Background: an optimization exercise with open tools, aiming at small area, a short achievable clock period and few clock cycles. Do not read the settings as production practice.
The RTL was checked by simulation tests, not by an equivalence proof against the original design.
Power is estimated from default activity; no workload was simulated.

`flow/config.mk`:
```
export PLATFORM = sky130hd
export DESIGN_NAME = cpu16_top
export DESIGN_NICKNAME = cpu16_top
export VERILOG_FILES = /design/flow/design.v
export SDC_FILE = /design/flow/constraint.sdc
export NUM_CORES = 4
export LEC_CHECK = 0
export ABC_AREA = 1
export CAP_MARGIN = 20
export CORE_MARGIN = 2
export CORE_UTILIZATION = 55
export SETUP_SLACK_MARGIN = 3.5
export SLEW_MARGIN = 20
```
`flow/constraint.sdc`:
```
create_clock -name core_clock -period 6.5 [get_ports {CLK}]
set_input_delay 1.3000 -clock core_clock [delete_from_list [all_inputs] [get_ports {CLK}]]
set_output_delay 1.3000 -clock core_clock [all_outputs]
set_load 0.01 [all_outputs]
```
`flow/design.v`:
```
package cpu16_pkg;
	typedef logic [16-1:0]        word_t;     
	typedef logic [$clog2(16)-1:0]  reg_idx_t;  
	typedef logic [3:0]                      flags_t;    
	typedef enum logic [1:0] {
		PH_FETCH   = 2'd0,  
		PH_DECODE  = 2'd1,  
		PH_EXECUTE = 2'd2,  
		PH_COMMIT  = 2'd3   
	} phase_t;
	typedef struct packed {
		logic [1:0] group;      
		logic [2:0] alu_op;     
		logic       const_arg;  
		reg_idx_t   ra;         
		reg_idx_t   rb;         
		logic [3:0] imm;        
		logic       ld;         
		logic       st;         
		logic       ldi;        
		logic [1:0] incdec;     
		logic       jump;       
		logic       rel;        
		logic       halt;       
	} ctrl_t;
	typedef struct packed {
		logic  write;  
		word_t addr;
		word_t wdata;
	} mem_req_t;
endpackage
`timescale 1ns/100ps
module cpu16_top (
	input  logic        CLK,
	input  logic        rst_n,
	input  logic        imem_ack,
	input  logic [15:0] imem_data,
	input  logic        dmem_ack,
	input  logic [15:0] dmem_rdata,
	output logic        imem_req,
	output logic [15:0] imem_addr,
	output logic        dmem_req,
	output logic [32:0] dmem_cmd,
	output logic        halted
);
	logic        ph;        
	logic [15:0] ir;        
	logic [15:0] a;         
	logic [15:0] b;         
	logic [15:0] fa;        
	logic [3:0]  flags;     
	logic [15:0] res_q;     
	logic        c_q;       
	logic        wr_q;      
	logic        dm_pend;   
	logic        halted_r;
	logic        tk_abs;    
	logic        tk_rel;    
	logic        fr_q;      
	logic        fw_q;      
	logic [15:0] regs [16];
	logic x_halt;   
	logic x_mem;    
	logic x_ld;     
	logic x_wr;     
	logic x_alu;    
	logic x_xw;     
	logic x_lw;     
	logic x_arith, x_sub, x_and, x_or, x_xor, x_shl, x_shr, x_mov;
	logic dm_wait, f_acc, x_go;
	assign dm_wait = dm_pend && !dmem_ack;
	assign f_acc   = !ph && imem_ack && !dm_wait;
	assign x_go    = ph && !dm_pend;
	logic [15:0] incval;
	assign incval = ir[13] ? b - 16'd1 : b + 16'd1;
	logic        we, w_ra, w_ld;
	logic [3:0]  waddr;
	logic [15:0] wdata;
	assign w_ld  = x_ld && dm_pend;
	assign we    = wr_q || (dm_pend && dmem_ack && x_lw) || (x_go && x_xw);
	assign w_ra  = wr_q || w_ld;
	assign waddr = w_ra ? ir[7:4] : ir[3:0];
	assign wdata = wr_q ? res_q : (w_ld ? dmem_rdata : incval);
	logic [15:0] rf_d, rf_en;
	assign rf_d = rst_n ? wdata : 16'd0;
	always_comb
		for (int i = 0; i < 16; i++)
			rf_en[i] = !rst_n || (we && waddr == 4'(i));
	always_ff @(posedge CLK)
		for (int i = 0; i < 16; i++)
			if (rf_en[i])
				regs[i] <= rf_d;
	logic [3:0] flags_n;
	assign flags_n = (wr_q && x_alu) ? {c_q, res_q == 16'd0, ~^res_q, res_q[15]} : flags;
	logic [1:0]  d_grp;
	logic [3:0]  d_aluf;
	logic        d_ldi, d_mem, d_ld, d_alu, d_incdec, d_const, d_sub, d_shl, d_fsel, d_taken;
	assign d_grp    = imem_data[15:14];
	assign d_aluf   = imem_data[13:10];
	assign d_alu    = (d_grp == 2'b11);
	assign d_ldi    = (d_grp == 2'b01) && (imem_data[9:8] == 2'b01);
	assign d_mem    = (d_grp == 2'b01) && (imem_data[9:8] != 2'b01);
	assign d_ld     = d_mem && !imem_data[10];
	assign d_incdec = imem_data[13] ^ imem_data[12];
	assign d_const  = d_alu ? imem_data[8] : d_ldi;
	assign d_sub    = d_alu && (d_aluf == 4'b0010);
	assign d_shl    = d_alu && (d_aluf == 4'b0110);
	always_comb begin
		case (imem_data[9:8])
			2'b00:   d_fsel = flags_n[3];
			2'b01:   d_fsel = flags_n[2];
			2'b10:   d_fsel = flags_n[1];
			default: d_fsel = flags_n[0];
		endcase
	end
	assign d_taken = (d_grp == 2'b10) && (!imem_data[13] || (d_fsel == imem_data[12]));
	logic [15:0] rda, rdb, fwa, fwb, a_in, b_in;
	assign rda = regs[imem_data[7:4]];
	assign rdb = regs[imem_data[3:0]];
	assign fwa = (we && waddr == imem_data[7:4]) ? wdata : rda;
	assign fwb = (we && waddr == imem_data[3:0]) ? wdata : rdb;
	logic [15:0] fa_inc;
	assign fa_inc = fa + 16'd1;
	always_comb
		for (int i = 0; i < 16; i++)
			a_in[i] = (d_grp == 2'b10) ? fa_inc[i] : (d_shl ? fwa[15-i] : fwa[i]);
	assign b_in = (d_const ? {12'd0, imem_data[3:0]} : fwb) ^ {16{d_sub}};
	logic [15:0] alu_res, sh_rev;
	logic [16:0] sum, shr_wide;
	logic        alu_c;
	assign sum      = {1'b0, a} + {1'b0, b} + {16'd0, x_sub};
	assign shr_wide = {a, 1'b0} >> b[3:0];
	always_comb
		for (int i = 0; i < 16; i++)
			sh_rev[i] = shr_wide[16-i];
	assign alu_res = ({16{x_mov}} & b) | ({16{x_arith}} & sum[15:0]) |
		({16{x_and}} & (a & b)) | ({16{x_or}} & (a | b)) | ({16{x_xor}} & (a ^ b)) |
		({16{x_shl}} & sh_rev) | ({16{x_shr}} & shr_wide[16:1]);
	assign alu_c   = (x_arith && (sum[16] ^ x_sub)) || ((x_shl || x_shr) && shr_wide[0]);
	logic ph_n, halted_n, dm_pend_n;
	assign ph_n      = f_acc ? 1'b1 : (x_go ? 1'b0 : ph);
	assign halted_n  = halted_r || (x_go && x_halt);
	assign dm_pend_n = (x_go && x_mem) ? 1'b1 : (dmem_ack ? 1'b0 : dm_pend);
	always_ff @(posedge CLK) begin
		if (!rst_n) begin
			ph       <= 1'b0;
			fa       <= 16'h0000;
			flags    <= '0;
			wr_q     <= 1'b0;
			dm_pend  <= 1'b0;
			halted_r <= 1'b0;
			tk_abs   <= 1'b0;
			tk_rel   <= 1'b0;
			fr_q     <= 1'b1;
			fw_q     <= 1'b0;
		end else begin
			fr_q <= ph_n == 1'b0 && !halted_n;
			fw_q <= ph_n == 1'b0 && !halted_n && dm_pend_n;
			wr_q  <= x_go && x_wr;
			flags <= flags_n;
			if (f_acc) begin
				ph     <= 1'b1;
				fa     <= fa_inc;
				tk_abs <= d_taken && !imem_data[10];
				tk_rel <= d_taken && imem_data[10];
			end
			if (x_go) begin
				ph     <= 1'b0;
				tk_abs <= 1'b0;
				tk_rel <= 1'b0;
				if (tk_abs)
					fa <= b;
				else if (tk_rel)
					fa <= sum[15:0];
				if (x_halt)
					halted_r <= 1'b1;
			end
			if (x_go && x_mem)
				dm_pend <= 1'b1;
			else if (dmem_ack)
				dm_pend <= 1'b0;
		end
	end
	always_ff @(posedge CLK) begin
		res_q <= alu_res;
		c_q   <= alu_c;
		if (f_acc) begin
			ir      <= imem_data;
			a       <= a_in;
			b       <= b_in;
			x_halt  <= (d_grp == 2'b00) && (imem_data[13:11] == 3'b001);
			x_mem   <= d_mem;
			x_ld    <= d_ld;
			x_wr    <= d_alu || d_ldi;
			x_alu   <= d_alu;
			x_xw    <= d_ld && d_incdec;
			x_lw    <= d_ld ? !(d_incdec && (imem_data[7:4] == imem_data[3:0])) : (d_mem && d_incdec);
			x_arith <= d_alu && (d_aluf[3:2] == 2'b00) && (d_aluf[1] ^ d_aluf[0]);
			x_sub   <= d_sub;
			x_and   <= d_alu && (d_aluf == 4'b0011);
			x_or    <= d_alu && (d_aluf == 4'b0100);
			x_xor   <= d_alu && (d_aluf == 4'b0101);
			x_shl   <= d_shl;
			x_shr   <= d_alu && (d_aluf == 4'b0111);
			x_mov   <= d_ldi || (d_alu && (d_aluf[3] || (d_aluf[2:0] == 3'b000)));
		end
	end
	assign halted    = halted_r || (ph && !dm_pend && x_halt);
	assign imem_req  = (ph && !halted_r && !dm_pend && !x_halt && !tk_rel) ||
		(fr_q && !imem_ack) || (fw_q && !dmem_ack);
	assign imem_addr = tk_abs ? b : fa;
	assign dmem_req  = (ph && !dm_pend && x_mem) || dm_wait;
	assign dmem_cmd  = {ir[10], b, a};
endmodule
```
`flow/run.sh`:
```
#!/bin/bash
# synth_recipe.tcl (not shown) runs the flow's synth.tcl, then flattens the netlist and writes it again
# the make line also repeats each setting of config.mk as NAME=value (left out here)
make -C /OpenROAD-flow-scripts/flow DESIGN_CONFIG=/design/flow/config.mk WORK_HOME=/design/flow/orfs CLKGATE_MAP_FILE= SYNTH_SCRIPT=/design/flow/synth_recipe.tcl finish
```
==> run notes, run 1 <==
Synth
The number of different library cells used by synthesis comes to 61. By area the synthesized netlist is led by sky130_fd_sc_hd__edfxtp_1, sky130_fd_sc_hd__nand2_1, sky130_fd_sc_hd__inv_1. The share of synthesized area occupied by flip-flops and latches is 49.39%. The number of nets in the synthesized netlist is 2,638. The share of flip-flops with an asynchronous set or reset after synthesis is 0%. The synthesis warning total is 2. The library cell with the largest summed area after synthesis is sky130_fd_sc_hd__edfxtp_1. The number of cells produced by synthesis is 2,537.

Yosys instantiated no cell more often than sky130_fd_sc_hd__nand2_1. The average instance in the mapped netlist occupies 8.219 um^2. The mapped cell area is 20,850 um^2.

Of the post-synthesis cell area, the dominant cell type holds 45.07%. The commonest cells after synthesis are sky130_fd_sc_hd__nand2_1, sky130_fd_sc_hd__edfxtp_1, sky130_fd_sc_hd__inv_1, sky130_fd_sc_hd__nand3_1, sky130_fd_sc_hd__nor2_1. Counting flops and latches in the post-synthesis netlist gives 358. The count of flip-flops with a built-in enable after synthesis is 313. In the synthesized netlist the dominant register cell turns out to be sky130_fd_sc_hd__edfxtp_1.

Clock network
The H-tree was split into 2 levels. The clock latency of the later-clocked register in the worst-skew pair is 590 ps. The clock drives 358 sinks. The tree is rooted in a sky130_fd_sc_hd__clkbuf_16. Clock tree synthesis inserted a total of 38 buffers.

The TritonCTS clock tree is done. The longest clock path from root to sink contains 3 buffers. Clock-pin slew was measured on the worst setup and hold paths at 60 ps.

Timing
Static timing analysis puts the maximum clock frequency at 0.3200 GHz. The total count of max-transition violations in the final report is 0. The final critical path time including I/O delays and setup is 3125 ps. Setup repair after global routing could not meet its margin everywhere. In the post-route analysis, the smallest setup slack over all paths is 3375 ps. Final hold analysis gives a worst-case slack of 506.8 ps. The headroom to the max-slew limit is 41.32%. Adding up every negative setup slack in the final design gives 0 ps. The number of hold violations in the final report came to 0. The slew at the pin closest to its max-slew limit is 871.1 ps. The worst-case clock skew is 31.05 ps. The final number of setup-violating endpoints is 0. The post-route clock period utilization is 48.08%.

Critical path
In this design, the stage delay of the slowest critical-path cell is 290 ps. Walking the worst path, the cells encountered are buf_6 -> inv_2 -> a221o_1 -> buf_2. The reg-to-reg setup timing slack is 3600 ps. The worst setup path is captured at a primary output. The slowest stage of the critical path is the sky130_fd_sc_hd__a221o_1 cell. STA classifies the critical path startpoint as an input pin.

The worst endpoint required time is 5200 ps. The worst setup path is of the in -> out kind. The arrival time reported for the critical path endpoint is 1830 ps. The largest fanout on the critical path is 2.

Power and ir drop
Summed over all cells, the static leakage comes to 10.70 nW. The portion of total power attributed to sequential cells is 43.6%. The internal portion of the total power is 4.664 mW. Combinational logic burns 26.7% of the power. Of the total power, the share spent switching nets is 33.97%. The switching power of the nets is 2.400 mW. In this run, the clock network consumes 29.7% of the power. The sum of internal, switching and leakage power is 7.064 mW. The worst-case IR drop observed on VDD is 0.0002658 V.

The total power divided by cell area is 279.2 nW/um^2.

Finish
For this run, the share of the core covered by cells in the final layout is 67.49%. In the final layout, the share of cells above drive strength 1 is 14.49%. Compared with the post-synthesis result, the final layout area differs by 21.34%.

The count of nets after finishing is 2,841. The filler cell count is 3,089.

Die
The floorplan die area is 39,490 um^2. The floorplan die height is 198.7 um. The core region area is 37,490 um^2. The die is 198.7 um wide. Once the floorplan was initialized, standard cells occupied 55.62% of the core. 88 I/O pins were placed. The number of core rows is 71.

Placement
At the end of routability-driven placement, the weighted congestion stood at 1.065. Port buffering added 87 buffers. Detailed placement finished with a half-perimeter wire length of 56,840 um.

At the placement stage, the worst setup path has a slack of 2178 ps.

Drt
For this block, the initial DRC count from the detailed router was 2,688. The detailed-route via count is 20,480. For this run, design rule violations remaining after detail routing come to 0.

The total detailed-routing wirelength is 83,930 um. The post-detailed-route wirelength per cell is 25.57 um. The detail route stage leaves a number of antenna-violating nets equal to 0.

The via-per-instance ratio is 6.239. The first TritonRoute pass finished after 7 iterations.

Flow run
The max-capacitance violation count is 0.

Global routing
In the global route stage, overall resource usage came out at 42.35%. The global-route wire length before repair is 120,500 um. The remaining global-route overflow is 0. The number of global-route vias before repair came to 19,520.

The number of antenna violations at the first check in global routing came to 3. Entering global routing, the biggest net connects 55 pins.

Min path
The type of the most critical hold path is reg -> reg.

Run status
The flow ran to the end and the layout has no timing, DRC or antenna violations.
-- placed cells by master, fill, tap and decap left out, types with 30 or more instances in the layout --
master	instances
sky130_fd_sc_hd__nand3_1	162
sky130_fd_sc_hd__xor2_1	30
sky130_fd_sc_hd__nand4_1	82
sky130_fd_sc_hd__inv_1	236
sky130_fd_sc_hd__dfxtp_1	43
sky130_fd_sc_hd__nand2_1	833
sky130_fd_sc_hd__a21oi_1	82
sky130_fd_sc_hd__clkbuf_16	39
sky130_fd_sc_hd__ha_1	62
sky130_fd_sc_hd__edfxtp_1	313
sky130_fd_sc_hd__clkdlybuf4s50_1	45
sky130_fd_sc_hd__buf_4	134
sky130_fd_sc_hd__nor2_4	32
sky130_fd_sc_hd__o21ai_0	132
sky130_fd_sc_hd__nor2_1	131
-- logic make-up (layout without fill, tap and decap cells) --
logic type               Yosys count  count (layout)  synth area share (%)
other                              0               3                     0
adder cells (fa/ha/maj)           65              65                 4.008
AO/OA/AOI/OAI                    376             376                 10.91
AND/OR/NAND/NOR                 1336            1338                 26.86
flip-flops                       358             358                 49.39
buffers and inverters            359             588                 6.936
multiplexers                       3               3                0.1440
XOR/XNOR                          40              40                 1.752
-- final timing paths --
check,to,cells past startpoint,startpoint
worst max-delay path,imem_req,4,imem_ack
worst min-delay path,wr_q$_SDFF_PN0_,2,x_wr$_DFFE_PP_
worst max register to register,regs[13][5]$_DFFE_PP_,9,b[2]$_DFFE_PP_
worst min register to register,wr_q$_SDFF_PN0_,2,x_wr$_DFFE_PP_
-- layout make-up --
| type | instances | area (um^2) | area share [%] |
|---|---|---|---|
| sequential | 358 | 10300 | 40.73 |
| multi-input combinational | 1822 | 9683 | 38.27 |
| timing repair buffer | 250 | 2380 | 9.406 |
| inverter | 266 | 1077 | 4.258 |
| clock buffer | 52 | 1035 | 4.090 |
| tap | 511 | 639.4 | 2.527 |
| clock inverter | 16 | 150.1 | 0.5934 |
| timing repair inverter | 4 | 25.02 | 0.09890 |
| antenna | 3 | 7.507 | 0.02967 |
-- routing by layer --
| metal | up-vias | part of all wire, % | track usage (%) |
|---|---|---|---|
| met1 | 9538 | 35 | 50.16 |
| met4 | 0 | 10 | 36.71 |
| met5 | - | 0 | 0 |
| met2 | 1448 | 44 | 65.10 |
| met3 | 463 | 11 | 9.851 |
| li1 | 9026 | - | - |
-- critical path, delay by kind of cell --
| kind | cells | cell delay, ps |
|---|---|---|
| AO/OA/AOI/OAI | 1 | 290 |
| buffers and inverters | 3 | 230 |
-- power by group through the flow --
stage          registers, mW  clock network, mW  logic (mW)
5_1_grt                 3.10               2.20        2.00
6_report                3.08               2.10        1.88
3_3_place_gp            3.14                  0        1.55
4_1_cts                 3.07               2.10        1.76
2_1_floorplan           3.06                  0       0.969
3_5_place_dp            3.14                  0        1.58
-- registers in the layout (all words and copies together) (netlist names), 4 cells and up --
| signal | flops |
|---|---|
| a | 16 |
| b | 16 |
| res_q | 16 |
| regs | 256 |
| ir | 10 |
| fa | 16 |
| flags | 4 |
-- per-stage QoR --
stage | instances | area [um^2]
4_1_cts | 3250 | 24860
3_5_place_dp | 3086 | 22340
6_report | 3282 | 25300
2_1_floorplan | 2537 | 20850
5_1_grt | 3279 | 25290
3_3_place_gp | 3085 | 22330
-- repair_timing --
action / CTS / global route
hold buffers: 0 / 0
pin swaps: 15 / 18
cloned: 8 / 1
setup endpoints to repair: 287 / 180
setup buffers: 88 / 28
resized for setup: 193 / 108
Testbench counts, summed over its fixed seeds: cycles 42,776.
==> inputs of run 2 (changes only) <==
==> flow/flow/run.sh (new file) <==
#!/bin/bash
set -e
export BUFFER_PORTS_ARGS="-buffer_cell sky130_fd_sc_hd__buf_1"
bash standard.sh > standard.log 2>&1
==> flow/standard.sh (new file) <==
#!/bin/bash
# synth_recipe.tcl (not shown) runs the flow's synth.tcl, then flattens the netlist and writes it again
# the make line also repeats each setting of config.mk as NAME=value (left out here)
make -C /OpenROAD-flow-scripts/flow DESIGN_CONFIG=/design/flow/config.mk WORK_HOME=/design/flow/orfs CLKGATE_MAP_FILE= SYNTH_SCRIPT=/design/flow/synth_recipe.tcl "${@:-finish}"
removed: flow/run.sh
==> run 2 against run 1 <==
  * Global-route usage fell by 1.5 points
  * Clock power rose by 8%
  * Sequential power barely moved
  * Non-clock buffer count fell by 38
  * Final cell count fell by 1.2%
==> run notes, run 2 <==
Power and ir drop
Per report_power, the combinational group accounts for 24.4% of the total. The internal power is 4.733 mW. The total leakage power is 10.12 nW. Dividing total power by cell area gives a power density of 290.4 nW/um^2.

The analysis attributes to net switching a power of 2.367 mW. IR analysis of the VDD net gives a maximum drop of 0.0003587 V. Per report_power, the sequential group accounts for 43.6% of the total. The switching part of the total power is 33.34%. The clock network fraction of total power is 31.9%.

Clock network
The CTS sink count is 358. After clock tree synthesis, the flow added hold-fix buffers numbering 0. TritonCTS built the clock tree. The clock input transition at the sequential cells of the worst setup and hold paths is 60 ps.

The cell sitting at the root of the clock tree is a sky130_fd_sc_hd__clkbuf_16. The number of buffers on the longest clock path is 3. The H-tree generated during clock tree synthesis spans 2 levels. For the worst-skew pair, the clock arrives at the later sink with an insertion delay of 580 ps. Counting the buffers created by CTS gives 40.

Min path
The number of stages on the worst hold path is 2. The worst hold path begins at x_wr$_DFFE_PP_. For hold timing, the worst endpoint is wr_q$_SDFF_PN0_.

The worst hold path belongs to the class reg -> reg.

Drt
The post-detailed-route wirelength per cell is 25.21 um. The number of DRC violations after detailed routing is 0. The remaining number of nets flagged by the antenna check after routing is 0. The first TritonRoute pass finished after 6 iterations. The detailed-route via count is 20,150.

Using the TritonRoute via totals, the vias-per-cell ratio works out to 6.213. In this run, the number of DRC markers left after iteration 0 of detailed routing was 2,602. The total detailed-routing wirelength is 81,740 um.

Synth
Counting flops with an async set or reset pin after synthesis yields a share of 0%. Summing the sequential cell areas from Yosys gives 49.39% of the chip area. The area share of the largest cell type after synthesis is 45.07%. Among all cell types in the netlist, the one instantiated most often is sky130_fd_sc_hd__nand2_1. The count of flip-flops with a built-in enable after synthesis is 313. The mean instance size in the synthesized netlist is 8.219 um^2. The mapped cell area is 20,850 um^2.

The most used flip-flop cell after synthesis is sky130_fd_sc_hd__edfxtp_1. The flip-flop and latch count after synthesis is 358. The synthesis warning total is 2. Sorting the synthesized cells by how often they occur yields sky130_fd_sc_hd__nand2_1, sky130_fd_sc_hd__edfxtp_1, sky130_fd_sc_hd__inv_1, sky130_fd_sc_hd__nand3_1, sky130_fd_sc_hd__nor2_1. The library cell with the largest summed area after synthesis is sky130_fd_sc_hd__edfxtp_1. The number of cells produced by synthesis is 2,537. In the post-synthesis netlist, the biggest area contributors are sky130_fd_sc_hd__edfxtp_1, sky130_fd_sc_hd__nand2_1, sky130_fd_sc_hd__inv_1. The number of nets handed over by synthesis was 2,638. The netlist uses 61 different library cells.

Placement
Once detailed placement completed, the half-perimeter wirelength came to 57,910 um. In this run the tool buffered the top-level ports with 87 buffer cells. The global placer's final weighted congestion is 1.068. Once placement completed, the tool counted placed cells totaling 3,084.

Finish
For this run, the number of standard cells in the final layout without fillers is 3,243. The commonest non-fill, non-tap cell in the layout is sky130_fd_sc_hd__nand2_1. In the final design database the tool counted 2,804 nets. Ranked by flip-flop count, first place goes to regs. From synthesis to final layout, the design area changed by 17.23%. The library cells used most frequently in the layout, excluding fill and tap cells, are sky130_fd_sc_hd__nand2_1, sky130_fd_sc_hd__edfxtp_1, sky130_fd_sc_hd__inv_1. The number of flip-flops under the largest register name is 256. In the final layout, the share of cells above drive strength 1 is 12.82%. The filler cell count is 3,143.

Global routing
Global routing consumed, over all layers together, 40.89% of the routing resources. The largest net degree at the start of global routing is 43. The first global-routing pass estimated 117,200 um of wire. The number of antenna violations at the first check in global routing came to 2. Summed over all layers, the global routing overflow is 0. The number of global-route vias before repair is 18,720.

Die
The floorplan die area is 39,490 um^2. The floorplan die height is 198.7 um. The core region area is 37,490 um^2.

Once the floorplan was initialized, standard cells occupied 55.62% of the core. The count of pins on the block boundary is 88. The die width is 198.7 um. In this run the core area contains 71 standard-cell rows.

Critical path
The endpoint of the worst register-to-register path is res_q[11]$_DFF_P_. In this run the critical register-to-register path is launched from b[3]$_DFFE_PP_. Along the worst path, the maximum fanout reaches 2. Measured in cells, the most critical reg-to-reg path has a length of 12. The element type at the critical path start is an input pin. The reg-to-reg setup timing slack is 3580 ps. The startpoint-to-endpoint class of the critical path is in -> out. The endpoint class of the critical path is a primary output. The arrival time reported for the critical path endpoint is 1890 ps. The worst endpoint required time is 5200 ps.

Run status
The run finished with no timing, DRC or antenna violations.

Timing
The slew at the pin closest to its max-slew limit is 861.2 ps. The total count of max-transition violations in the final report was 0. The post-route clock period utilization is 49.06%. The number of hold violations in the final report is 0.

For the final database, setup skew stands at 21.54 ps. The total negative slack is 0 ps. The final number of setup-violating endpoints is 0. The highest attainable clock frequency is 0.3136 GHz. The final critical path time including I/O delays and setup is 3189 ps. Headroom to the max-slew limit came out at 42.37%. Setup repair after global routing could not meet its margin everywhere.

Flow run
Across the run, the number of max-cap violations was 0.
-- run 2: cell count changes in the layout (fill, tap and decap cells not counted), moves of 8 or more --
| cell | change |
|---|---|
| sky130_fd_sc_hd__buf_12 | -10 |
| sky130_fd_sc_hd__buf_1 | +76 |
| sky130_fd_sc_hd__buf_4 | -26 |
| sky130_fd_sc_hd__dlymetal6s2s_1 | -10 |
| sky130_fd_sc_hd__clkdlybuf4s50_1 | -45 |
| sky130_fd_sc_hd__o21ai_1 | -10 |
| sky130_fd_sc_hd__nor2_4 | -8 |
| sky130_fd_sc_hd__dlygate4sd2_1 | -8 |
-- run 2: repair_timing --
item,4_1_cts,5_1_grt
resized for setup,88,73
setup buffers,37,46
hold endpoints to repair,0,0
endpoints found under the setup margin,289,205
pin swaps,6,14
cloned,2,3
-- run 2: cell families (layout without fill, tap and decap cells) --
logic type	after synthesis	count (layout)	share of synthesized area, %
adders and majority gates	65	65	4.008
buffers and inverters	359	550	6.936
DFF	358	358	49.39
other	0	2	0
and+or+nand+nor	1336	1338	26.86
xor gates and xnor gates	40	40	1.752
AOI/OAI and AO/OA	376	376	10.91
muxes	3	3	0.1440
-- run 2: how the worst max path moves through the flow --
stage                            to  depth (start not counted)      startpoint
6_report                   imem_req                          4        imem_ack
5_1_grt                    imem_req                          4        dmem_ack
4_1_cts           res_q[12]$_DFF_P_                         11  b[0]$_DFFE_PP_
3_5_place_dp        a[11]$_DFFE_PP_                          9   imem_data[13]
3_3_place_gp        b[13]$_DFFE_PP_                         12    imem_data[2]
2_1_floorplan  regs[0][0]$_DFFE_PP_                          6        dmem_ack
-- run 2: per-stage QoR --
step | hold WS, ps | instance area (um^2) | setup WS, ps | power, mW | util (%)
floorplan | 455.1 | 20850 | 2994 | 4.028 | -
global placement | 482.3 | 21790 | 2302 | 4.653 | 58.12
detailed placement | 506.2 | 21810 | 2431 | 4.674 | 58.18
CTS | 517.5 | 23740 | 3352 | 6.960 | 63.33
global route | 570.0 | 24440 | 3291 | 7.351 | 65.20
finish | 511.9 | 24450 | 3311 | 7.100 | 65.21
-- run 2: cell type report --
cell class                 count  area (um^2)  area share (%)
sequential                   358        10310           42.16
multi-input combinational   1822         9677           39.58
timing repair buffer         212         1450           5.932
inverter                     266         1072           4.386
clock buffer                  47         1027           4.202
tap                          511        639.4           2.615
clock inverter                22        251.5           1.029
timing repair inverter         3        17.52         0.07166
antenna                        2        5.005         0.02047
-- run 2: critical path, stage by stage --
cell	delay, ps
sky130_fd_sc_hd__buf_6	80
sky130_fd_sc_hd__inv_1	40
sky130_fd_sc_hd__a221o_1	320
sky130_fd_sc_hd__buf_2	150
-- run 2: routing by layer --
| layer | global-route usage, % | wire [um] | part of all wire, % | up-vias |
|---|---|---|---|---|
| li1 | - | - | - | 8943 |
| met1 | 50.50 | 28800 | 35 | 9334 |
| met2 | 64.15 | 36390 | 45 | 1502 |
| met3 | 9.359 | 9580 | 12 | 369 |
| met4 | 27.75 | 6948 | 8.5 | 2 |
| met5 | 0 | 18 | 0.022 | - |
-- run 2: power by group through the flow --
stage	Combinational (mW)	Clock (mW)	Sequential, mW
2_1_floorplan	0.969	0	3.06
3_3_place_gp	1.50	0	3.15
3_5_place_dp	1.52	0	3.15
4_1_cts	1.59	2.27	3.10
5_1_grt	1.86	2.37	3.12
6_report	1.73	2.27	3.10
==> inputs of run 3 (changes only) <==
==> flow/flow/run.sh (replaced) <==
#!/bin/bash
set -e
export BUFFER_PORTS_ARGS="-buffer_cell sky130_fd_sc_hd__buf_2"
bash standard.sh > standard.log 2>&1
--- a/flow/config.mk
+++ b/flow/config.mk
@@ -8,6 +8,7 @@
 export ABC_AREA = 1
 export CAP_MARGIN = 20
 export CORE_MARGIN = 2
-export CORE_UTILIZATION = 55
+export CORE_UTILIZATION = 40
+export CTS_BUF_LIST = sky130_fd_sc_hd__clkbuf_4
 export SETUP_SLACK_MARGIN = 3.5
 export SLEW_MARGIN = 20
==> run 3 against run 2 <==
  * Count of clock-buffer cells in the layout up 93
  * Still clean on timing, DRC and antenna
  * Final cell count up 8.5%
  * Synthesized cell count unchanged
  * Combinational power increased by 6%
  * Critical path depth unchanged
  * Critical endpoint unchanged
  * Critical path type unchanged
  * First-iteration DRC count up 0.85%
  * Die area grew 37%
  * Register-to-register slack about the same
  * Fmax grew 1.8%
  * Largest power group unchanged
==> run notes, run 3 <==
Synth
The share of synthesized area occupied by flip-flops and latches is 49.39%. The fraction of synthesized area in multiplexers is 0.1440%. The mapped cell area is 20,850 um^2.

The library cell with the largest summed area after synthesis is sky130_fd_sc_hd__edfxtp_1. The leading cell type by number of instances after synthesis is sky130_fd_sc_hd__nand2_1. Of the total synthesized cell area, the portion taken by XOR and XNOR cells is 1.752%.

The area share of the largest cell type after synthesis is 45.07%. Summing the areas of all fa, ha and maj instances in the mapped netlist gives 4.008% of the synthesized area. Synthesis produced a netlist whose cell count is 2,537. Summing the areas of all and, or, nand and nor instances in the mapped netlist gives 26.86% of the synthesized area. The most used flip-flop cell after synthesis is sky130_fd_sc_hd__edfxtp_1. The count of flip-flops with a built-in enable after synthesis is 313. The Yosys step of the flow raised 2 warnings.

After synthesis the netlist holds a flip-flop and latch count of 358. After synthesis, the largest family of logic cells by area is simple AND/OR/NAND/NOR gates. Counting every net in the synthesized netlist gives 2,638. The netlist uses 61 different library cells. The mean instance size in the synthesized netlist is 8.219 um^2.

For this run, asynchronously set or reset flops after synthesis account for 0%. The synthesized netlist devotes 10.91% of its cell area to compound gates. In the post-synthesis netlist, the biggest area contributors are sky130_fd_sc_hd__edfxtp_1, sky130_fd_sc_hd__nand2_1, sky130_fd_sc_hd__inv_1.

By count the netlist is led by sky130_fd_sc_hd__nand2_1, sky130_fd_sc_hd__edfxtp_1, sky130_fd_sc_hd__inv_1, sky130_fd_sc_hd__nand3_1, sky130_fd_sc_hd__nor2_1.

Critical path
In this design, the stage delay of the slowest critical-path cell is 300 ps. The largest fanout on the critical path is 2. The arrival time reported for the critical path endpoint is 1830 ps. The slowest library cell on the worst path is sky130_fd_sc_hd__a221o_1. The endpoint class of the critical path is a primary output. STA classifies the critical path startpoint as an input pin. Walking the worst path, the cells encountered are buf_6 -> inv_2 -> a221o_1 -> buf_2. The kind of cell with the highest combined delay on the critical path is compound AO/OA/AOI/OAI gates. The worst setup path is of the in -> out kind. The worst endpoint required time is 5200 ps. Counting both buffers and inverters, the worst setup path holds a total of 3.

Finish
Excluding fillers, the count of instances in the completed layout stands at 3,518. The post-route netlist has 18.48% of its cells at a drive strength greater than 1. The number of flip-flops under the largest register name is 256. In the layout the commonest cells are sky130_fd_sc_hd__nand2_1, sky130_fd_sc_hd__edfxtp_1, sky130_fd_sc_hd__inv_1.

The growth of design area from synthesis to finish is 20.59%. The count of nets after finishing is 2,869. Leaving out fill and tap cells, the most frequent cell in the layout is sky130_fd_sc_hd__nand2_1.

Counting flops per register, the top entry is regs.

Die
The core region is 51,410 um^2. The initial core utilization is 40.56%. The floorplan die area is 53,970 um^2. The floorplan die height is 232.3 um. After floorplanning, the core was divided into 83 placement rows. The die width is 232.3 um.

During I/O placement, the number of pins put on the boundary was 88.

Global routing
The first global-routing pass estimated 118,300 um of wire. The remaining global-route overflow is 0. The number of global-route vias before repair is 18,690. The number of antenna violations at the first check in global routing came to 3. The overall fraction of global-route tracks in use is 29.75%. Entering global routing, the biggest net connects 43 pins.

Timing
For the final database, setup skew stands at 92.62 ps. The worst pin sits at a relative slew slack of 17.41%. The post-route clock period utilization is 48.19%. For the pin with the worst max-slew slack, the measured transition is 1226 ps.

The total count of max-transition violations in the final report is 0. The number of hold violations in the final report is 0. The smallest clock period supported by the final layout is computed as 3132 ps.

The final number of setup-violating endpoints is 0. Setup repair after global routing could not meet its margin everywhere. The total negative slack is 0 ps.

The highest attainable clock frequency is 0.3193 GHz.

Drt
Dividing the detail-routed via count by the number of cells gives 5.758. The number of DRC violations after detailed-routing iteration 0 is 2,624. In the routed design, unresolved DRC markers number 0.

The sum of met2 wire segment lengths after detailed routing is 34,870 um. In this run the remaining antenna-violating nets after routing total 0. In this run the top signal layer used is met5.

The total iterations of the first detailed-routing run is 7. For this block, wires on met1 add up to 33,290 um. The post-detailed-route wirelength per cell is 23.17 um. After detailed routing, the met3 layer carries 9322 um of wire. The total detailed-routing wirelength is 81,500 um. The detailed-route via count is 20,260.

Placement
The HPWL after detailed placement is 56,070 um. The number of placed cells counting well taps is 3,261. The global placer's final weighted congestion is 0.9646.

Input and output buffers added on the ports amount to 87.

Power and ir drop
The total power divided by cell area is 273.7 nW/um^2. VDD sags by at most 0.0001000 V. For this design the static power due to leakage is 10.72 nW.

Clock network
Clock-pin slew was measured on the worst setup and hold paths at 60 ps. TritonCTS built the clock tree. For the worst-skew pair, the clock arrives at the later sink with an insertion delay of 880 ps. CTS placed an instance of sky130_fd_sc_hd__clkbuf_4 at the clock tree root. The clock tree synthesis step divided the H-tree into 3 levels. TritonCTS created 94 clock buffers.

No sink is reached through more buffers than the 3 on the longest clock path. The CTS sink count is 358.

Min path
The type of the most critical hold path is reg -> reg.

Flow run
The max-capacitance violation count is 0.

Run status
The run finished with no timing, DRC or antenna violations.
==> run 3: cell counts after synthesis <==
No cell type changed its count.
==> run 3: power by group <==
| group | internal (mW) | leakage (nW) | switching [mW] | total [mW] |
|---|---|---|---|---|
| sequential | 2.88 | 3.54 | 0.191 | 3.08 |
| clock | 0.991 | 0.704 | 0.984 | 1.97 |
| combinational | 0.590 | 6.48 | 1.24 | 1.83 |
==> run 3: final timing paths <==
path / start / to / slack, ps / cells past startpoint
worst max-delay path: imem_ack / imem_req / 3370 / 4
worst max register to register: b[6]$_DFFE_PP_ / regs[4][13]$_DFFE_PP_ / 3570 / 9
worst min-delay path: x_wr$_DFFE_PP_ / wr_q$_SDFF_PN0_ / 490 / 2
worst min register to register: x_wr$_DFFE_PP_ / wr_q$_SDFF_PN0_ / 490 / 2
==> run 3: worst min-delay path, delay by kind of cell, from the launching register on <==
family           cells  cell delay, ps
and+or+nand+nor      2             130
DFF                  1             320
==> run 3: area by class of cell <==
class                           count  area [um^2]
Sequential cell                   358        10310
Multi-Input combinational cell   1820         9713
Clock inverter                     24        130.1
Tap cell                          680        850.8
Clock buffer                      140         1051
Timing Repair inverter              2        10.01
Inverter                          266         1051
Timing Repair Buffer              226         2024
Fill cell                        4851        26260
Antenna cell                        2        5.005
==> run 3: repair_timing <==
action | in CTS | in global routing
pin swaps | 14 | 11
hold buffers | 0 | 0
cloned | 9 | 0
setup buffers | 51 | 31
endpoints found under the setup margin | 469 | 207
gates resized for setup | 137 | 72
==> run 3: stage by stage <==
step | worst slack [ps] | util (%) | instance area, um^2 | hold slack [ps] | total power [mW]
after CTS | 3331 | 47.70 | 24520 | 489.2 | 6.779
after floorplan | 2994 | - | 20850 | 455.1 | 4.028
after global placement | 2264 | 43.14 | 22180 | 474.8 | 4.658
after detailed placement | 2279 | 43.20 | 22210 | 472.9 | 4.680
final | 3368 | 48.92 | 25150 | 491.6 | 6.883
after global routing | 3341 | 48.92 | 25150 | 570.9 | 7.200
==> run 3: cells by family (layout without fill, tap and decap cells) <==
group	Yosys count	in the layout
simple gates	1336	1336
compound gates	376	376
mux	3	3
other cells	0	2
flops	358	358
buf+inv	359	658
fa+ha+maj	65	65
xor+xnor	40	40
==> run 3: per-layer routing <==
layer,global-route usage [%],vias up
met4,15.22,2
met1,41.87,9592
met3,5.476,221
met2,43.58,1308
met5,0,-
li1,-,9133
==> inputs of run 4 (changes only) <==
--- a/flow/config.mk
+++ b/flow/config.mk
@@ -9,6 +9,6 @@
 export CAP_MARGIN = 20
 export CORE_MARGIN = 2
 export CORE_UTILIZATION = 40
-export CTS_BUF_LIST = sky130_fd_sc_hd__clkbuf_4
+export CTS_CLUSTER_SIZE = 60
 export SETUP_SLACK_MARGIN = 3.5
 export SLEW_MARGIN = 20
==> run 4 against run 3 <==
  * Clock skew fell by 46 ps
  * Critical path depth did not move
  * Core utilization fell by 1.0 points
  * Synthesized cell count did not move
  * Register-to-register slack improved by 50 ps
==> run notes, run 4 <==
Synth
The share of synthesized area occupied by flip-flops and latches is 49.39%. The area share of the largest cell type after synthesis is 45.07%. The number of different library cells used by synthesis comes to 61. The library cell with the largest summed area after synthesis is sky130_fd_sc_hd__edfxtp_1. The count of flip-flops with a built-in enable after synthesis is 313. The average instance in the mapped netlist occupies 8.219 um^2. The synthesis warning total is 2. The number of nets handed over by synthesis was 2,638. After synthesis the netlist holds a flip-flop and latch count of 358.

The leading cell type by number of instances after synthesis is sky130_fd_sc_hd__nand2_1. The most used flip-flop cell after synthesis is sky130_fd_sc_hd__edfxtp_1. After synthesis, the cell types taking the most area are sky130_fd_sc_hd__edfxtp_1, sky130_fd_sc_hd__nand2_1, sky130_fd_sc_hd__inv_1. The share of flip-flops with an asynchronous set or reset after synthesis is 0%. By count the netlist is led by sky130_fd_sc_hd__nand2_1, sky130_fd_sc_hd__edfxtp_1, sky130_fd_sc_hd__inv_1, sky130_fd_sc_hd__nand3_1, sky130_fd_sc_hd__nor2_1. The cell area that synthesis handed to floorplanning was 20,850 um^2. Counting every instance in the synthesized netlist gives 2,537.

Placement
The HPWL after detailed placement is 56,070 um. The worst setup slack before clock tree synthesis is 2279 ps. Routability-driven placement finished with a final weighted congestion of 0.9646. Port buffering added 87 buffers.

Flow run
Across the run, the number of max-cap violations was 0.

Drt
In the routed layout, each cell is associated on average with a via count of 5.816. The total iterations of the first detailed-routing run is 6. In the final routed layout, each cell accounts on average for 23.58 um.

The detailed-route via count is 19,750. The number of DRC violations after detailed-routing iteration 0 is 2,418. The remaining number of nets flagged by the antenna check after routing is 0. The final layout contains routed wiring with a total length of 80,040 um. The number of DRC violations after detailed routing is 0.

Die
The die width is 232.3 um. The floorplan die height is 232.3 um. The number of core rows is 83.

The count of pins on the block boundary is 88. The initial core utilization is 40.56%. The die covers 53,970 um^2. The core region area is 51,410 um^2.

Finish
In the layout the commonest cells are sky130_fd_sc_hd__nand2_1, sky130_fd_sc_hd__edfxtp_1, sky130_fd_sc_hd__inv_1. The top register by number of flip-flops is regs. The final layout contains 2,786 nets. The area used by sequential logic in the layout is 10,310 um^2. The filler cell count is 4,838. The share of post-route cells with drive strength above 1 is 15.00%.

The multi-input combinational cells in the finished layout cover a total of 9644 um^2. The growth of design area from synthesis to finish is 18.10%. The commonest non-fill, non-tap cell in the layout is sky130_fd_sc_hd__nand2_1.

The register with the most flip-flops in the layout has 256 of them.

Run status
The flow ran to the end and the layout has no timing, DRC or antenna violations.

Power and ir drop
The switching power of the nets is 2.377 mW. The relative contribution of combinational cells to total power is 24.9%. The internal power is 4.635 mW. The clock network fraction of total power is 31.2%. The switching part of the total power is 33.90%. The total power divided by cell area is 284.7 nW/um^2. The portion of total power attributed to sequential cells is 43.9%. The worst-case IR drop observed on VDD is 0.0001852 V.

The total leakage power is 10.30 nW.

Critical path
The most critical setup path has its startpoint at imem_ack. The worst register-to-register path begins at b[1]$_DFFE_PP_. The endpoint of the worst register-to-register path is res_q[11]$_DFF_P_.

The worst endpoint required time is 5200 ps. The startpoint-to-endpoint class of the critical path is in -> out. The largest fanout on the critical path is 2. STA classifies the critical path startpoint as an input pin. The worst register-to-register path has a depth of 13. STA classifies the critical path endpoint as a primary output.

The reg-to-reg setup timing slack is 3620 ps. At the worst endpoint, the arrival time is 1860 ps. The capturing instance or port of the critical path is imem_req.

Timing
The worst-case clock skew is 46.45 ps. The smallest setup slack after layout is 3345 ps. The total count of max-transition violations in the final report is 0.

In this run the tightest slew margin relative to its limit is 11.44%. The slew at the pin closest to its max-slew limit is 1315 ps. Setup repair after global routing could not meet its margin everywhere.

The number of hold violations in the final report was 0. The post-route clock period utilization is 48.54%. The final critical path time including I/O delays and setup is 3155 ps.

The final number of setup-violating endpoints is 0. The highest attainable clock frequency is 0.3169 GHz. The worst-case hold slack is 477.2 ps. The total negative slack is 0 ps.

Clock network
Counting along the longest clock path gives a buffer depth of 3. The number of buffers inserted by hold repair at cts is 0. CTS placed an instance of sky130_fd_sc_hd__clkbuf_16 at the clock tree root. After clock tree synthesis, the clock-pin slew on the worst setup and hold paths is 60 ps. The TritonCTS clock tree is done. The total clock buffers created by CTS is 40.

The number of levels in the clock H-tree is 2. For this design, the sink count on the clock tree is 358. The clock latency of the later-clocked register in the worst-skew pair is 600 ps.

Global routing
The number of antenna violations at the first check in global routing is 4. The overall fraction of global-route tracks in use is 29.13%. The first global-routing pass estimated 116,200 um of wire. Entering global routing, the biggest net connects 43 pins. The number of global-route vias before repair was 18,180. The remaining global-route overflow is 0.

Min path
The type of the most critical hold path is reg -> reg.
==> run 4: cell counts after synthesis <==
No cell type changed its count.
==> run 4: through the flow <==
stage	total power [mW]	utilization (%)	instance area, um^2	cells
after global routing	7.304	47.91	24630	3395
after CTS	6.933	47.05	24190	3377
final	7.013	47.91	24630	3395
after detailed placement	4.680	43.20	22210	3261
after floorplan	4.028	-	20850	2537
after global placement	4.658	43.14	22180	3261
==> run 4: critical path: stages <==
cell and delay [ps]:
sky130_fd_sc_hd__buf_6 70, sky130_fd_sc_hd__inv_2 20, sky130_fd_sc_hd__a221o_1 320, sky130_fd_sc_hd__buf_2 140
==> run 4: cells by family after synthesis <==
family                   Yosys count  share of synthesized area [%]
AO/OA/AOI/OAI                    376                          10.91
XOR/XNOR                          40                          1.752
adder cells (fa/ha/maj)           65                          4.008
buffers and inverters            359                          6.936
flip-flops                       358                          49.39
multiplexers                       3                         0.1440
AND/OR/NAND/NOR                 1336                          26.86
==> run 4: worst min path at each step <==
stage / from / endpoint / slack, ps / cells past startpoint
3_5_place_dp: x_wr$_DFFE_PP_ / wr_q$_SDFF_PN0_ / 470 / 2
5_1_grt: x_wr$_DFFE_PP_ / wr_q$_SDFF_PN0_ / 560 / 2
4_1_cts: x_wr$_DFFE_PP_ / wr_q$_SDFF_PN0_ / 480 / 2
3_3_place_gp: x_wr$_DFFE_PP_ / wr_q$_SDFF_PN0_ / 470 / 2
2_1_floorplan: x_wr$_DFFE_PP_ / wr_q$_SDFF_PN0_ / 460 / 2
6_report: x_wr$_DFFE_PP_ / wr_q$_SDFF_PN0_ / 480 / 2
==> run 4: area by class of cell <==
cell class              count  share of cell area, %
repair inverters            2                0.04064
inverters                 266                  4.354
flip-flops and latches    358                  41.85
multi-input cells        1820                  39.16
well taps                 680                  3.455
diodes                      1                0.01016
clock buffers              53                  4.344
repair buffers            197                  6.081
clock inverters            18                 0.7062
==> run 4: power by group through the flow <==
stage                     sequential [mW]  combinational [mW]  clock, mW
final                                3.08                1.75       2.19
after global routing                 3.11                1.89       2.31
after CTS                            3.07                1.65       2.21
after detailed placement             3.14                1.54          0
after global placement               3.13                1.53          0
after floorplan                      3.06               0.969          0
==> run 4: per-layer routing <==
| layer | GRT usage, % | share of wire (%) | vias up | wire length (um) |
|---|---|---|---|---|
| met2 | 42.95 | 43 | 1216 | 34090 |
| met4 | 13.02 | 4.7 | 2 | 3797 |
| li1 | - | - | 8904 | - |
| met3 | 5.034 | 11 | 202 | 9088 |
| met1 | 41.70 | 41 | 9421 | 33050 |
| met5 | 0 | 0.016 | - | 13 |
==> run 4: timing repair <==
item,CTS,global route
hold endpoints to repair,0,0
gates cloned,3,0
setup buffers,42,17
pin swaps,4,10
setup endpoints to repair,479,228
resized for setup,82,71
==> inputs of run 5 (changes only) <==
--- a/flow/config.mk
+++ b/flow/config.mk
@@ -9,6 +9,6 @@
 export CAP_MARGIN = 20
 export CORE_MARGIN = 2
 export CORE_UTILIZATION = 40
-export CTS_CLUSTER_SIZE = 60
+export CTS_CLUSTER_SIZE = 30
 export SETUP_SLACK_MARGIN = 3.5
 export SLEW_MARGIN = 20
==> run 5 against run 4 <==
  * Worst hold slack improved by 2.5 ps
  * First-iteration DRC count decreased by 8.1%
  * Area after synthesis unchanged
  * Combinational power hardly changed
  * Critical path type unchanged
==> run notes, run 5 <==
Power and ir drop
Net switching is 34.02% of the power. The peak ir drop on the vdd network is 0.0001875 V. The internal power is 4.547 mW.

Per report_power, the sequential group accounts for 44.7% of the total. The switching power of the nets is 2.345 mW. The sum of internal, switching and leakage power is 6.893 mW.

The relative contribution of combinational cells to total power is 25.1%. In this run the power density over the cells is 281.4 nW/um^2. The clock network burns 30.2% of the power. The total leakage power is 10.23 nW.

Critical path
The worst register-to-register path has a depth of 12. The origin of the worst setup path is imem_ack. The capturing instance or port of the critical path is imem_req. The critical path goes through buf_6 -> inv_2 -> a221o_1 -> buf_2. The reg-to-reg setup timing slack is 3610 ps. STA classifies the critical path startpoint as an input pin. The startpoint-to-endpoint class of the critical path is in -> out. The worst register-to-register path begins at b[9]$_DFFE_PP_. The critical path crosses 4 cells after its start point.

In this design, the stage delay of the slowest critical-path cell is 300 ps. The slowest library cell on the worst path is sky130_fd_sc_hd__a221o_1. The worst endpoint required time is 5200 ps. Together, buffers and inverters on the worst path number 3. The endpoint class of the critical path is a primary output.

The kind of cell with the highest combined delay on the critical path is compound AO/OA/AOI/OAI gates. Data on the critical path arrives at its endpoint at 1830 ps. In this run the critical register-to-register path is captured at regs[1][14]$_DFFE_PP_. The largest fanout on the critical path is 2.

Placement
The HPWL after detailed placement is 56,070 um. The placed instances occupy a cell area of 22,210 um^2. In this run, placement finished with an instance count of 3,261. At the end of routability-driven placement, the weighted congestion stood at 0.9646. The count of input and output buffers is 87. The worst setup slack before clock tree synthesis is 2279 ps.

Drt
Summed over all layers, the routed wires come to 79,830 um. The total iterations of the first detailed-routing run is 6. The remaining number of nets flagged by the antenna check after routing is 0.

Across all layers, the routed design uses 19,620 vias. In the routed design, unresolved DRC markers number 0. Dividing the detail-routed wire length by the instance count gives 23.53 um. For this block, the initial DRC count from the detailed router was 2,221. The via-per-instance ratio is 5.783.

Finish
The count of nets after finishing is 2,785. The growth of design area from synthesis to finish is 17.48%. After the flow finishes, the layout carries non-filler instances totaling 3,393. The number of flip-flops under the largest register name is 256.

Ranked by flip-flop count, first place goes to regs. In the layout the commonest cells are sky130_fd_sc_hd__nand2_1, sky130_fd_sc_hd__edfxtp_1, sky130_fd_sc_hd__inv_1. The post-route cell area is 24,500 um^2. The commonest non-fill, non-tap cell in the layout is sky130_fd_sc_hd__nand2_1. The post-route netlist has 14.75% of its cells at a drive strength greater than 1. For this run, the share of the core covered by cells in the final layout is 47.65%.

Timing
Based on the critical path, the design can be clocked at up to 0.3193 GHz. The slew at the pin closest to its max-slew limit is 1051 ps. The post-route clock period utilization is 48.18%. The number of hold violations in the final report is 0.

The worst-case clock skew is 30.13 ps. The total negative slack is 0 ps. The final number of setup-violating endpoints is 0. The total count of max-transition violations in the final report is 0.

The final critical path time including I/O delays and setup is 3132 ps. Headroom to the max-slew limit came out at 29.44%. Setup repair after global routing could not meet its margin everywhere.

After layout, the worst setup slack is 3368 ps. The worst-case hold slack is 479.6 ps.

Synth
The most used flip-flop cell after synthesis is sky130_fd_sc_hd__edfxtp_1. After technology mapping, the gate count stands at 2,537. Counting flops and latches in the post-synthesis netlist gives 358.

After synthesis, the largest area contributor takes up 45.07% of total cell area. Counting flops with a built-in enable in the synthesized netlist gives 313. Of all cell types, the one taking the most synthesized area is sky130_fd_sc_hd__edfxtp_1. sky130_fd_sc_hd__nand2_1 is the most common cell in the netlist. Sorting the synthesized cells by area gives the leading types as sky130_fd_sc_hd__edfxtp_1, sky130_fd_sc_hd__nand2_1, sky130_fd_sc_hd__inv_1. The post-synth net total is 2,638. The mapped cell area is 20,850 um^2. The share of flip-flops with an asynchronous set or reset after synthesis is 0%. By count the netlist is led by sky130_fd_sc_hd__nand2_1, sky130_fd_sc_hd__edfxtp_1, sky130_fd_sc_hd__inv_1, sky130_fd_sc_hd__nand3_1, sky130_fd_sc_hd__nor2_1. For this run, the register share of the synthesized area comes to 49.39%.

The distinct cell type count after synthesis is 61. For this run, the number of Yosys warnings is 2. Each instance of the synthesized netlist takes up on average 8.219 um^2.

Min path
The type of the most critical hold path is reg -> reg.

Clock network
For the worst-skew pair, the clock arrives at the later sink with an insertion delay of 580 ps. The cell at the root of the clock tree is sky130_fd_sc_hd__clkbuf_16. The total clock buffers created by CTS is 39. The clock input transition at the sequential cells of the worst setup and hold paths is 60 ps. The TritonCTS clock tree is done. The H-tree generated during clock tree synthesis spans 2 levels.

The CTS sink count is 358. The number of buffers on the longest clock path is 3.

Global routing
The number of global-route vias before repair came to 18,170. The number of antenna violations at the first check in global routing was 3. The remaining global-route overflow is 0. Global routing consumed, over all layers together, 28.99% of the routing resources.

The largest net degree at the start of global routing is 43. The first global-routing pass estimated 115,900 um of wire.

Die
The number of core rows is 83. The initial core utilization is 40.56%. The die is 232.3 um tall.

The die covers 53,970 um^2. In this run the count of I/O pins placed on the die edge is 88. From left edge to right edge, the die measures 232.3 um. The region available for standard cell placement spans 51,410 um^2.

Flow run
The max-capacitance violation count is 0.

Run status
The flow ran to the end and the layout has no timing, DRC or antenna violations.
run 5: cell types whose count changed in the layout (fill, tap and decap cells not counted), moves of 2 or more:
| cell | before | now |
|---|---|---|
| sky130_fd_sc_hd__nor3_2 | 9 | 7 |
| sky130_fd_sc_hd__nand2_4 | 9 | 7 |
| sky130_fd_sc_hd__nand3_2 | 7 | 5 |
| sky130_fd_sc_hd__nor2_1 | 134 | 137 |
| sky130_fd_sc_hd__buf_12 | 14 | 11 |
| sky130_fd_sc_hd__nor2_4 | 15 | 13 |
| sky130_fd_sc_hd__nand2_1 | 844 | 842 |
| sky130_fd_sc_hd__buf_4 | 91 | 93 |
| sky130_fd_sc_hd__o21ai_2 | 7 | 9 |
| sky130_fd_sc_hd__inv_2 | 6 | 4 |
| sky130_fd_sc_hd__nand2_2 | 14 | 18 |
run 5: cell type report:
class,instances,area [um^2]
Fill cell,4843,26910
Sequential cell,358,10310
Multi-Input combinational cell,1821,9629
Timing Repair Buffer,196,1455
Inverter,266,1075
Clock buffer,53,1049
Tap cell,680,850.8
Clock inverter,16,117.6
Timing Repair inverter,2,10.01
Antenna cell,1,2.502
run 5: cell families (layout without fill, tap and decap cells):
logic type      after synthesis  after routing  share of synthesized area, %
simple gates               1336           1337                         26.86
buf+inv                     359            533                         6.936
fa+ha+maj                    65             65                         4.008
flops                       358            358                         49.39
mux                           3              3                        0.1440
compound gates              376            376                         10.91
other cells                   0              1                             0
xor+xnor                     40             40                         1.752
run 5: worst min path at each step:
| stage | start | endpoint | slack (ps) | depth (start not counted) |
|---|---|---|---|---|
| final | x_wr$_DFFE_PP_ | wr_q$_SDFF_PN0_ | 480 | 2 |
| after global routing | x_wr$_DFFE_PP_ | wr_q$_SDFF_PN0_ | 560 | 2 |
| after CTS | x_wr$_DFFE_PP_ | wr_q$_SDFF_PN0_ | 480 | 2 |
| after detailed placement | x_wr$_DFFE_PP_ | wr_q$_SDFF_PN0_ | 470 | 2 |
| after global placement | x_wr$_DFFE_PP_ | wr_q$_SDFF_PN0_ | 470 | 2 |
| after floorplan | x_wr$_DFFE_PP_ | wr_q$_SDFF_PN0_ | 460 | 2 |
run 5: metal layers:
layer  part of all wire [%]  global-route usage (%)  up-vias
li1                       -                       -     8897
met1                     42                   41.04     9381
met2                     43                   42.33     1140
met3                     11                   5.538      203
met4                    4.9                   14.18        2
met5                  0.016                       0        -
run 5: worst register-to-register path: cells and delay by family, from the launching register on:
| kind | cells | cell delay [ps] |
|---|---|---|
| flip-flops | 1 | 610 |
| adder cells (fa/ha/maj) | 1 | 450 |
| AO/OA/AOI/OAI | 3 | 610 |
| buffers and inverters | 2 | 370 |
| AND/OR/NAND/NOR | 6 | 600 |
run 5: repair_timing:
item	4_1_cts	5_1_grt
resized for setup	87	63
gates cloned	2	2
hold buffers	0	0
endpoints found under the setup margin	512	201
pin swaps	3	14
buffers inserted	31	27
run 5: power by group through the flow:
stage	sequential (mW)	clock (mW)	combinational (mW)
after floorplan	3.06	0	0.969
after global placement	3.13	0	1.53
after detailed placement	3.14	0	1.54
after CTS	3.08	2.11	1.62
after global routing	3.11	2.20	1.87
final	3.08	2.08	1.73
==> inputs of run 6 (changes only) <==
--- a/flow/config.mk
+++ b/flow/config.mk
@@ -9,6 +9,6 @@
 export CAP_MARGIN = 20
 export CORE_MARGIN = 2
 export CORE_UTILIZATION = 40
-export CTS_CLUSTER_SIZE = 30
 export SETUP_SLACK_MARGIN = 3.5
 export SLEW_MARGIN = 20
+export TNS_END_PERCENT = 30
==> run 6 against run 5 <==
  * Fmax down 0.67%
  * Worst hold slack worse by 6.5 ps
  * Register-to-register slack worse by 160 ps
==> run notes, run 6 <==
Run status
The run finished with no timing, DRC or antenna violations.

Clock network
The TritonCTS clock tree is done. At the later pin of the worst-skew pair, clock insertion delay measures 610 ps. In this run the deepest clock path goes through 3 buffers. The number of buffers inserted by hold repair at cts is 0. The tree is rooted in a sky130_fd_sc_hd__clkbuf_16. The H-tree was split into 2 levels. After clock tree synthesis, the clock-pin slew on the worst setup and hold paths is 50 ps. Buffers inserted during clock tree synthesis total 41. Counting every sink on the clock net gives 358.

Critical path
The worst endpoint required time is 5200 ps. The startpoint-to-endpoint class of the critical path is in -> out. The largest fanout on the critical path is 2. The endpoint class of the critical path is a primary output. The worst setup path is launched from an input pin. For the worst setup path, the data arrival time is 1850 ps.

Die
The floorplan step defined a core boundary enclosing 51,410 um^2. Measured along the x axis, the die boundary spans 232.3 um. Row generation in the floorplan step produced 83 rows. The floorplan die height is 232.3 um. The floorplan die area is 53,970 um^2. The initial core utilization is 40.56%.

The count of pins on the block boundary is 88.

Synth
By area, the combinational part of the netlist is dominated by simple AND/OR/NAND/NOR gates. The share of synthesized area in the top cell type comes to 45.07%. The synthesis warning total is 2. After synthesis, the most frequently instantiated cells are sky130_fd_sc_hd__nand2_1, sky130_fd_sc_hd__edfxtp_1, sky130_fd_sc_hd__inv_1, sky130_fd_sc_hd__nand3_1, sky130_fd_sc_hd__nor2_1. When the netlist entered floorplanning its net count stood at 2,638. In this run, distinct cell masters in the synthesized netlist total 61. The mapped cell area is 20,850 um^2.

The leading cell type by number of instances after synthesis is sky130_fd_sc_hd__nand2_1. The share of synthesized area occupied by flip-flops and latches is 49.39%. For this run, the leading register cell type out of synthesis is sky130_fd_sc_hd__edfxtp_1. Summing the areas of all fa, ha and maj instances in the mapped netlist gives 4.008% of the synthesized area. In the synthesized netlist, the number of instances is 2,537. Yosys mapped a number of flops with a built-in enable equal to 313. The post-synthesis compound-gate area fraction is 10.91%. After Yosys synthesis, XOR and XNOR cells account for 1.752% of the synthesized area.

Sorting the synthesized cells by area gives the leading types as sky130_fd_sc_hd__edfxtp_1, sky130_fd_sc_hd__nand2_1, sky130_fd_sc_hd__inv_1. The share of flip-flops with an asynchronous set or reset after synthesis is 0%. sky130_fd_sc_hd__edfxtp_1 takes more of the synthesized area than any other cell. Summing the areas of all and, or, nand and nor instances in the mapped netlist gives 26.86% of the synthesized area.

The mean instance size in the synthesized netlist is 8.219 um^2. The synthesized design contains 358 register bits. After synthesis, the share of cell area in mux cells is 0.1440%.

Global routing
The largest net degree at the start of global routing is 44. The number of global-route vias before repair came to 18,160. The total overflow left after global routing is 0. The overall fraction of global-route tracks in use is 28.83%. The peak-usage layer in the global routing report is met2. The number of antenna violations at the first check in global routing is 1. The met1 usage is 40.26%.

Global routing consumed, on the met2 layer, 43.44% of the routing resources. The first global-routing pass estimated 114,400 um of wire. The met3 demand-to-capacity share in global routing is 5.931%.

Drt
The via-per-instance ratio is 5.786. The first detailed-routing pass ran for 6 iterations. After detailed routing, the total wire length is 79,830 um.

The count of nets left with antenna violations once routing finished came out at 0. The number of DRC violations after detailed routing is 0. The detailed-route via count is 19,730. In this run, the number of DRC markers left after iteration 0 of detailed routing was 2,719. The post-detailed-route wirelength per cell is 23.41 um.

Placement
The HPWL after detailed placement is 56,650 um. At the end of routability-driven placement, the weighted congestion stood at 1.002. OpenSTA, run right after detailed placement, puts the worst setup slack at 2452 ps. The placed instance area is 22,190 um^2.

The count of input and output buffers is 87.

Finish
Ranked by flip-flop count, first place goes to regs. Counting the fill cells in the layout gives 4,864. The share of post-route cells with drive strength above 1 is 15.28%. The top cell types in the final layout, fill and taps aside, are sky130_fd_sc_hd__nand2_1, sky130_fd_sc_hd__edfxtp_1, sky130_fd_sc_hd__inv_1. From synthesis to final layout, the design area changed by 18.80%.

Summing all non-filler instances in the final layout gives an area of 24,770 um^2. The register with the most flip-flops in the layout has 256 of them. Leaving out fill and tap cells, the most frequent cell in the layout is sky130_fd_sc_hd__nand2_1. The count of nets after finishing is 2,797.

Timing
The worst-case hold slack is 473.1 ps. The headroom to the max-slew limit is 27.66%. The post-route clock period utilization is 48.51%. Across the routed clock network, the largest skew measured is 45.31 ps. The slew at the pin closest to its max-slew limit is 1076 ps. Setup violations remaining at the end of the flow were counted as 0. After layout, the worst setup slack is 3347 ps. Setup repair after global routing could not meet its margin everywhere. For the final routed database, the setup TNS stands at 0 ps. The total count of max-transition violations in the final report is 0. The number of hold violations in the final report is 0. The clock period could shrink to 3153 ps. For this run, the top clock speed supported by timing is 0.3172 GHz.

Flow run
The max-capacitance violation count is 0.

Min path
The tightest min-delay check is of the reg -> reg type.

Power and ir drop
The peak ir drop on the vdd network is 0.0001778 V. The total leakage power is 10.36 nW. Power spread over the standard cell area amounts to 292.9 nW/um^2.

The sum of internal, switching and leakage power is 7.256 mW.
## run 6: changes by cell type in the layout (fill, tap and decap cells not counted), sizes merged
cell	before	now
clkinvlp	16	21
clkbuf	55	52
nor2	167	166
buf	194	205
bufinv	0	8
clkinv	19	16
## run 6: layer usage
layer | wire, um | vias to the layer above | part of all wire, %
li1 | - | 8944 | -
met1 | 32550 | 9362 | 41
met2 | 34490 | 1242 | 43
met3 | 9701 | 183 | 12
met4 | 3084 | 0 | 3.9
met5 | 0 | - | 0
## run 6: kinds of logic (layout without fill, tap and decap cells)
group,count (synthesis),count (layout)
buf+inv,359,551
simple gates,1336,1336
fa+ha+maj,65,65
mux,3,3
other cells,0,1
xor+xnor,40,40
flops,358,358
compound gates,376,376
## run 6: layout make-up
type | count | area [um^2] | area share, %
timing repair buffer | 206 | 1549 | 6.253
clock inverter | 25 | 361.6 | 1.460
sequential | 358 | 10310 | 41.60
timing repair inverter | 3 | 17.52 | 0.07071
inverter | 266 | 1081 | 4.364
tap | 680 | 850.8 | 3.435
antenna | 1 | 2.502 | 0.01010
multi-input combinational | 1820 | 9540 | 38.51
clock buffer | 51 | 1064 | 4.293
## run 6: path summary, 6_finish.rpt
| check | startpoint | endpoint | slack [ps] | cells past startpoint |
|---|---|---|---|---|
| hold reg to reg | x_wr$_DFFE_PP_ | wr_q$_SDFF_PN0_ | 470 | 2 |
| setup / recovery | imem_ack | imem_req | 3350 | 4 |
| hold / removal | x_wr$_DFFE_PP_ | wr_q$_SDFF_PN0_ | 470 | 2 |
| setup reg to reg | b[2]$_DFFE_PP_ | fa[15]$_SDFF_PN0_ | 3450 | 11 |
## run 6: report_power, final
part	internal [mW]	total [mW]	switching [mW]
registers	2.89	3.09	0.204
clock network	1.46	2.45	0.992
logic	0.523	1.71	1.19
## run 6: what timing repair did
action,CTS,global route
endpoints found under the setup margin,438,330
buffers inserted,15,53
pin swaps,3,11
gates cloned,2,2
gates resized for setup,48,90
## run 6: per-stage QoR
step | cells | util [%]
after detailed placement | 3261 | 43.16
after global routing | 3409 | 48.19
final | 3410 | 48.19
after global placement | 3261 | 43.15
after CTS | 3354 | 46.53
after floorplan | 2537 | -
## run 6: worst max-delay path: stages
cell and delay (ps):
sky130_fd_sc_hd__buf_8 70, sky130_fd_sc_hd__inv_2 20, sky130_fd_sc_hd__a221o_1 320, sky130_fd_sc_hd__buf_2 140
==> inputs of run 7 (changes only) <==
--- a/flow/config.mk
+++ b/flow/config.mk
@@ -11,4 +11,4 @@
 export CORE_UTILIZATION = 40
 export SETUP_SLACK_MARGIN = 3.5
 export SLEW_MARGIN = 20
-export TNS_END_PERCENT = 30
+export TNS_END_PERCENT = 5
==> run 7 against run 6 <==
  * Still clean on timing, DRC and antenna
  * Die area unchanged
  * Clock power about the same
  * Cell area decreased by 2.0%
  * Sequential share of layout area increased by 0.85 points
  * Global-route usage decreased by 0.056 points
  * Count of clock-buffer cells in the layout unchanged
  * Synthesized cell count unchanged
  * Fmax decreased by 1.4%
  * Final cell count decreased by 1.0%
  * Flip-flop and latch count unchanged
  * Core utilization decreased by 0.98 points
  * Via count decreased by 1.0%
  * Largest power group unchanged
==> run notes, run 7 <==
Finish
Once layout is complete, the utilization of the core stands at 47.21%. The count of nets after finishing is 2,764. 0 antenna diodes ended up in the layout. The growth of design area from synthesis to finish is 16.38%.

Global routing
The global-route wire length before repair is 114,200 um. The overall fraction of global-route tracks in use is 28.77%. The number of global-route vias before repair came to 18,160. The number of antenna violations at the first check in global routing is 2. The remaining global-route overflow is 0. Entering global routing, the biggest net connects 44 pins.

Timing
The total count of max-transition violations in the final report is 0. Setup repair after global routing could not meet its margin everywhere. In this run the tightest slew margin relative to its limit is 28.38%. The final number of setup-violating endpoints is 0. Setup slack closes at 3302 ps.

The final critical path time including I/O delays and setup is 3198 ps.

Die
The floorplan die area is 53,970 um^2. The count of pins on the block boundary is 88. Once the floorplan was initialized, standard cells occupied 40.56% of the core.

Placement
During placement, the flow inserted port buffers numbering 87. The global placer's final weighted congestion is 1.002.

Drt
The remaining number of nets flagged by the antenna check after routing is 0. Using the TritonRoute via totals, the vias-per-cell ratio works out to 5.785. For this run, the detailed router's first-pass iteration total came to 5.

Critical path
The count of buffering cells on the critical path with inverters included is 2. The reg-to-reg setup timing slack is 3410 ps. On the worst path, the slowest cell contributes a delay of 440 ps. Data on the critical path is required at its endpoint by 5200 ps. The endpoint of the worst register-to-register path is regs[1][14]$_DFFE_PP_. For the worst setup path, the data arrival time is 1900 ps. The cell depth of the worst flop-to-flop path is 10. The element type at the critical path start is a flop.

Clock network
The total clock buffers created by CTS is 41. The number of buffers on the longest clock path is 3. The TritonCTS clock tree is done.

The cell at the root of the clock tree is sky130_fd_sc_hd__clkbuf_16. The clock latency of the later-clocked register in the worst-skew pair is 600 ps.

Synth
For this run, asynchronously set or reset flops after synthesis account for 0%. The leading cell type by number of instances after synthesis is sky130_fd_sc_hd__nand2_1. The area share of the largest cell type after synthesis is 45.07%. The mapped cell area is 20,850 um^2.

Flow run
The max-capacitance violation count is 0.

Power and ir drop
The analysis attributes to cell leakage a power of 10.13 nW. The design draws 7.199 mW. The peak ir drop on the vdd network is 0.0001776 V. For this design the ratio of total power to cell area is 296.7 nW/um^2.

Min path
Counting instances, the worst hold path has a depth of 2. The critical hold path startpoint is x_wr$_DFFE_PP_.

Run status
The run finished with no timing, DRC or antenna violations.
run 7: cell counts after synthesis:
No cell type changed its count.
run 7: kinds of logic after synthesis:
family | after synthesis | synth area share, %
AO/OA/AOI/OAI | 376 | 10.91
XOR/XNOR | 40 | 1.752
adder cells (fa/ha/maj) | 65 | 4.008
buffers and inverters | 359 | 6.936
flip-flops | 358 | 49.39
multiplexers | 3 | 0.1440
AND/OR/NAND/NOR | 1336 | 26.86
run 7: layout make-up:
type / count / area (um^2) / area share (%)
clock inverters: 25 / 361.6 / 1.490
repair inverters: 3 / 17.52 / 0.07218
repair buffers: 173 / 1189 / 4.898
clock buffers: 51 / 1064 / 4.382
well taps: 680 / 850.8 / 3.506
multi-input cells: 1820 / 9427 / 38.84
inverters: 266 / 1057 / 4.357
flip-flops and latches: 358 / 10300 / 42.45
run 7: worst max-delay path by stage:
stage	endpoint	depth (start not counted)
finish	imem_addr[1]	4
global route	a[6]$_DFFE_PP_	13
detailed placement	fa[0]$_SDFF_PN0_	9
CTS	b[2]$_DFFE_PP_	13
floorplan	regs[0][0]$_DFFE_PP_	6
global placement	regs[14][15]$_DFFE_PP_	3
run 7: routing by layer:
layer / vias up / GRT usage [%] / wire [um]
met4: 2 / 12.80 / 3573
met1: 9301 / 39.97 / 32510
met2: 1188 / 43.02 / 33970
met3: 192 / 6.152 / 9273
met5: - / 0 / 13
li1: 8847 / - / -
run 7: timing repair:
| action | 4_1_cts | 5_1_grt |
|---|---|---|
| pin swaps | 0 | 7 |
| hold buffers | 0 | 0 |
| gates resized for setup | 18 | 56 |
| cloned | 2 | 1 |
| setup endpoints to repair | 438 | 406 |
| buffers inserted | 5 | 31 |
run 7: where the power goes:
group | switching (mW) | internal (mW)
clock | 0.995 | 1.46
sequential | 0.220 | 2.89
combinational | 1.15 | 0.486
total | 2.37 | 4.83
run 7: stage by stage:
step | instance area (um^2) | hold slack [ps]
3_5_place_dp | 22190 | 468.5
6_report | 24270 | 472.6
2_1_floorplan | 20850 | 455.1
5_1_grt | 24270 | 522.3
3_3_place_gp | 22180 | 471.8
4_1_cts | 23720 | 479.4
run 7: tightest hold or removal path: stages, from the launching register on:
cell,delay [ps]
sky130_fd_sc_hd__edfxtp_1,310
sky130_fd_sc_hd__nand2_1,50
sky130_fd_sc_hd__nor2_1,80
